Context: an optimization exercise on an open-source flow, tuned for small area and a short achievable clock period. The choices shown serve that exercise and are no tape-out recipe. In this exercise RTL edits were held to simulation tests only and were not proved equivalent to the original. Power and IR drop assume default switching activity.

## branch_predictor
module branch_predictor
#(
  parameter int XLEN    = 32,
  parameter int ENTRIES = 32,
  parameter int CNT_W   = 16
) (
  input  logic             clk,
  input  logic             reset,
  input  logic             enable,
  input  logic [XLEN-1:0]  lookup_pc,
  output logic             pred_taken,
  output logic [XLEN-1:0]  pred_target,
  input  logic             upd_valid,
  input  logic [XLEN-1:0]  upd_pc,
  input  logic             upd_taken,
  input  logic [XLEN-1:0]  upd_target,
  input  logic             upd_pred_taken,
  input  logic [XLEN-1:0]  upd_pred_target,
  output logic             mispredict,
  output logic [XLEN-1:0]  redirect_pc,
  output logic [CNT_W-1:0] mispredict_count
);
  localparam int IDX_W = $clog2(ENTRIES);
  localparam int TAG_W = XLEN - IDX_W - 2;
  logic [ENTRIES-1:0]             v_q;
  logic [ENTRIES-1:0]             p_q;
  logic [ENTRIES-1:0]             c0_q;
  logic [ENTRIES-1:0][TAG_W-1:0]  tag_q;
  logic [ENTRIES-1:0][XLEN-1:0]   tgt_q;
  logic [IDX_W-1:0] lk_idx;
  logic [TAG_W-1:0] lk_tag;
  logic [XLEN-1:0]  lk_tgt;
  assign lk_idx  = lookup_pc[IDX_W+1:2];
  assign lk_tag  = lookup_pc[XLEN-1:IDX_W+2];
  localparam int NGRP = ENTRIES / 4;
  localparam int RD_W = 1 + TAG_W + XLEN;
  logic [3:0]                  lk_lo;
  logic [NGRP-1:0]             lk_hi;
  logic [NGRP-1:0][RD_W-1:0]   lk_grp;
  logic [NGRP-1:0]             lk_ghit;
  logic                        lk_hit;
  logic                        lk_gp;
  logic [TAG_W-1:0]            lk_gtag;
  logic [XLEN-1:0]             lk_gtgt;
  always_comb begin
    for (int k = 0; k < 4; k++)    lk_lo[k] = (lk_idx[IDX_W-1:IDX_W-2] == 2'(k));
    for (int g = 0; g < NGRP; g++) lk_hi[g] = (lk_idx[IDX_W-3:0] == (IDX_W-2)'(g));
    lk_tgt = '0;
    lk_hit = 1'b0;
  ...
For scale: roughly 1900 flip-flops, ~220 I/O pins, roughly 0.082 mm^2 of cells after synthesis.
==> flow/config.mk <==
export PLATFORM = sky130hd
export DESIGN_NAME = branch_predictor
export DESIGN_NICKNAME = branch_predictor
export VERILOG_FILES = /design/flow/design.v
export SDC_FILE = /design/flow/constraint.sdc
export NUM_CORES = 4
export LEC_CHECK = 0
export CAP_MARGIN = 20
export CORE_MARGIN = 2
export CORE_UTILIZATION = 50
export CTS_BUF_LIST = sky130_fd_sc_hd__clkbuf_16
export CTS_CLUSTER_DIAMETER = 80
export CTS_CLUSTER_SIZE = 24
export PLACE_DENSITY = 0.75
export SETUP_SLACK_MARGIN = 4.5
export SLEW_MARGIN = 20
==> flow/constraint.sdc <==
create_clock -name core_clock -period 10.0 [get_ports {clk}]
set_input_delay 2.0000 -clock core_clock [delete_from_list [all_inputs] [get_ports {clk}]]
set_output_delay 2.0000 -clock core_clock [all_outputs]
set_load 0.01 [all_outputs]
standard.sh (not shown) runs the stock make flow with config.mk's settings and CLKGATE_MAP_FILE= SYNTH_SCRIPT=/design/flow/synth_recipe.tcl, a recipe that flattens the netlist after the stock synthesis.
==> flow/flow/run.sh <==
#!/bin/bash
# Layout flow: the standard flow (standard.sh, all steps through finish),
# with the port buffers that global placement inserts made buf_2 cells
# instead of the flow's default choice. Every input and output port still
# gets its own buffer; everything else is the standard flow unchanged.
set -euo pipefail
export BUFFER_PORTS_ARGS="-buffer_cell sky130_fd_sc_hd__buf_2"
bash standard.sh finish > standard_flow.log 2>&1
Change:
SETUP_SLACK_MARGIN = 3.5   (was 4.5)
Outcome:
- The changed run finished clean
- count of clock-buffer cells in the layout falls by 6
- area after synthesis is unchanged
- utilization went down by 1.7 points
- sequential share of layout area rose by 1.9 points
- critical path depth is higher by 1
- total power falls by 2.1%

========
Another version of the RTL of branch_predictor (not shown whole).
Size in the first run: roughly 4900 cells after synthesis, ~1900 flip-flops, ~220 I/O pins, about 0.079 mm2 of cells after synthesis.
// branch_predictor
module branch_predictor
#(
  parameter int XLEN    = 32,
  parameter int ENTRIES = 32,
  parameter int CNT_W   = 16
) (
  input  logic             clk,
  input  logic             reset,
  input  logic             enable,
  input  logic [XLEN-1:0]  lookup_pc,
  output logic             pred_taken,
  output logic [XLEN-1:0]  pred_target,
  input  logic             upd_valid,
  input  logic [XLEN-1:0]  upd_pc,
  input  logic             upd_taken,
  input  logic [XLEN-1:0]  upd_target,
  input  logic             upd_pred_taken,
  input  logic [XLEN-1:0]  upd_pred_target,
  output logic             mispredict,
  output logic [XLEN-1:0]  redirect_pc,
  output logic [CNT_W-1:0] mispredict_count
);
==> flow/config.mk <==
export PLATFORM = sky130hd
export DESIGN_NAME = branch_predictor
export DESIGN_NICKNAME = branch_predictor
export VERILOG_FILES = /design/flow/design.v
export SDC_FILE = /design/flow/constraint.sdc
export NUM_CORES = 4
export LEC_CHECK = 0
export CAP_MARGIN = 20
export CORE_MARGIN = 2
export CORE_UTILIZATION = 40
export CTS_BUF_LIST = sky130_fd_sc_hd__clkbuf_16
export CTS_CLUSTER_DIAMETER = 60
export CTS_CLUSTER_SIZE = 24
export SETUP_SLACK_MARGIN = 3.5
export SLEW_MARGIN = 20
==> flow/constraint.sdc <==
create_clock -name core_clock -period 10.0 [get_ports {clk}]
set_input_delay 2.0000 -clock core_clock [delete_from_list [all_inputs] [get_ports {clk}]]
set_output_delay 2.0000 -clock core_clock [all_outputs]
set_load 0.01 [all_outputs]
run.sh (not shown) runs the stock make flow with config.mk's settings and CLKGATE_MAP_FILE= SYNTH_SCRIPT=/design/flow/synth_recipe.tcl, a recipe that flattens the netlist after the stock synthesis.
Stock flow here: none of the scripts above is used.
==> next run, changes <==
==> flow/flow/run.sh (new file) <==
#!/bin/bash
# Layout flow: the standard flow (standard.sh, all steps through finish),
# with the port buffers that global placement inserts made buf_1 cells
# instead of the flow's default choice. Every input and output port still
# gets its own buffer; everything else is the standard flow unchanged.
set -euo pipefail
export BUFFER_PORTS_ARGS="-buffer_cell sky130_fd_sc_hd__buf_1"
bash standard.sh finish > standard_flow.log 2>&1
==> flow/standard.sh (new file) <==
#!/bin/bash
# synth_recipe.tcl (not shown) runs the flow's synth.tcl, then flattens the netlist and writes it again
# the make line also repeats each setting of config.mk as NAME=value (left out here)
make -C /OpenROAD-flow-scripts/flow DESIGN_CONFIG=/design/flow/config.mk WORK_HOME=/design/flow/orfs CLKGATE_MAP_FILE= SYNTH_SCRIPT=/design/flow/synth_recipe.tcl "${@:-finish}"
Settings changed: CTS_CLUSTER_DIAMETER 60 to 100, PLACE_DENSITY from default to 0.75.
removed: flow/run.sh
=> Clock skew shrinks by 45 ps. Routed wire length shrinks by 5.4%. Hold slack hardly moves. Final area shrinks by 4.0%. Global-route usage shrinks by 1.9 points. Clock-buffer cell count shrinks by 40. Critical path depth stays the same. Core utilization shrinks by 1.9 points. Fmax shrinks by 9.1%.

[port drivers added, routing unchanged]
No port has a modelled driver above. Below, the same layouts with a new extraction and two added sets of constraints.
Step 1, drivers: a clkbuf_16 drives clk and a buf_2 each remaining input, both assumed.
Step 2 moves the port delays by t, midway between the first and last clock arrival at a register: inputs arrive t later, outputs are due t later. That takes back most of the time a late clock gives input paths.
a / b / c = no drivers / after step 1 / after step 2; a / b = the first two.
run | t (ns) | setup slack, ns | hold slack, ns | worst register clock-pin slew, ns | pins driven straight from the clock port
the first run of note 1 | 0.845 | 2.697 / 2.412 / 2.412 | 0.472 / 0.472 / 0.472 | 0.10 / 0.10 | 1
the second run of note 1 | 0.860 | 2.753 / 2.340 / 2.340 | 0.474 / 0.474 / 0.474 | 0.10 / 0.10 | 1
the first run of note 2 | 0.904 | 2.379 / 2.291 / 2.291 | 0.475 / 0.475 / 0.475 | 0.10 / 0.10 | 1
the second run of note 2 | 0.868 | 1.613 / 1.482 / 1.482 | 0.474 / 0.474 / 0.474 | 0.11 / 0.11 | 1
After both steps every run listed still meets setup and hold. The setup slack of the second run of note 1, which loses most, moves by -0.413 ns with the drivers and by -0.413 ns with both steps.
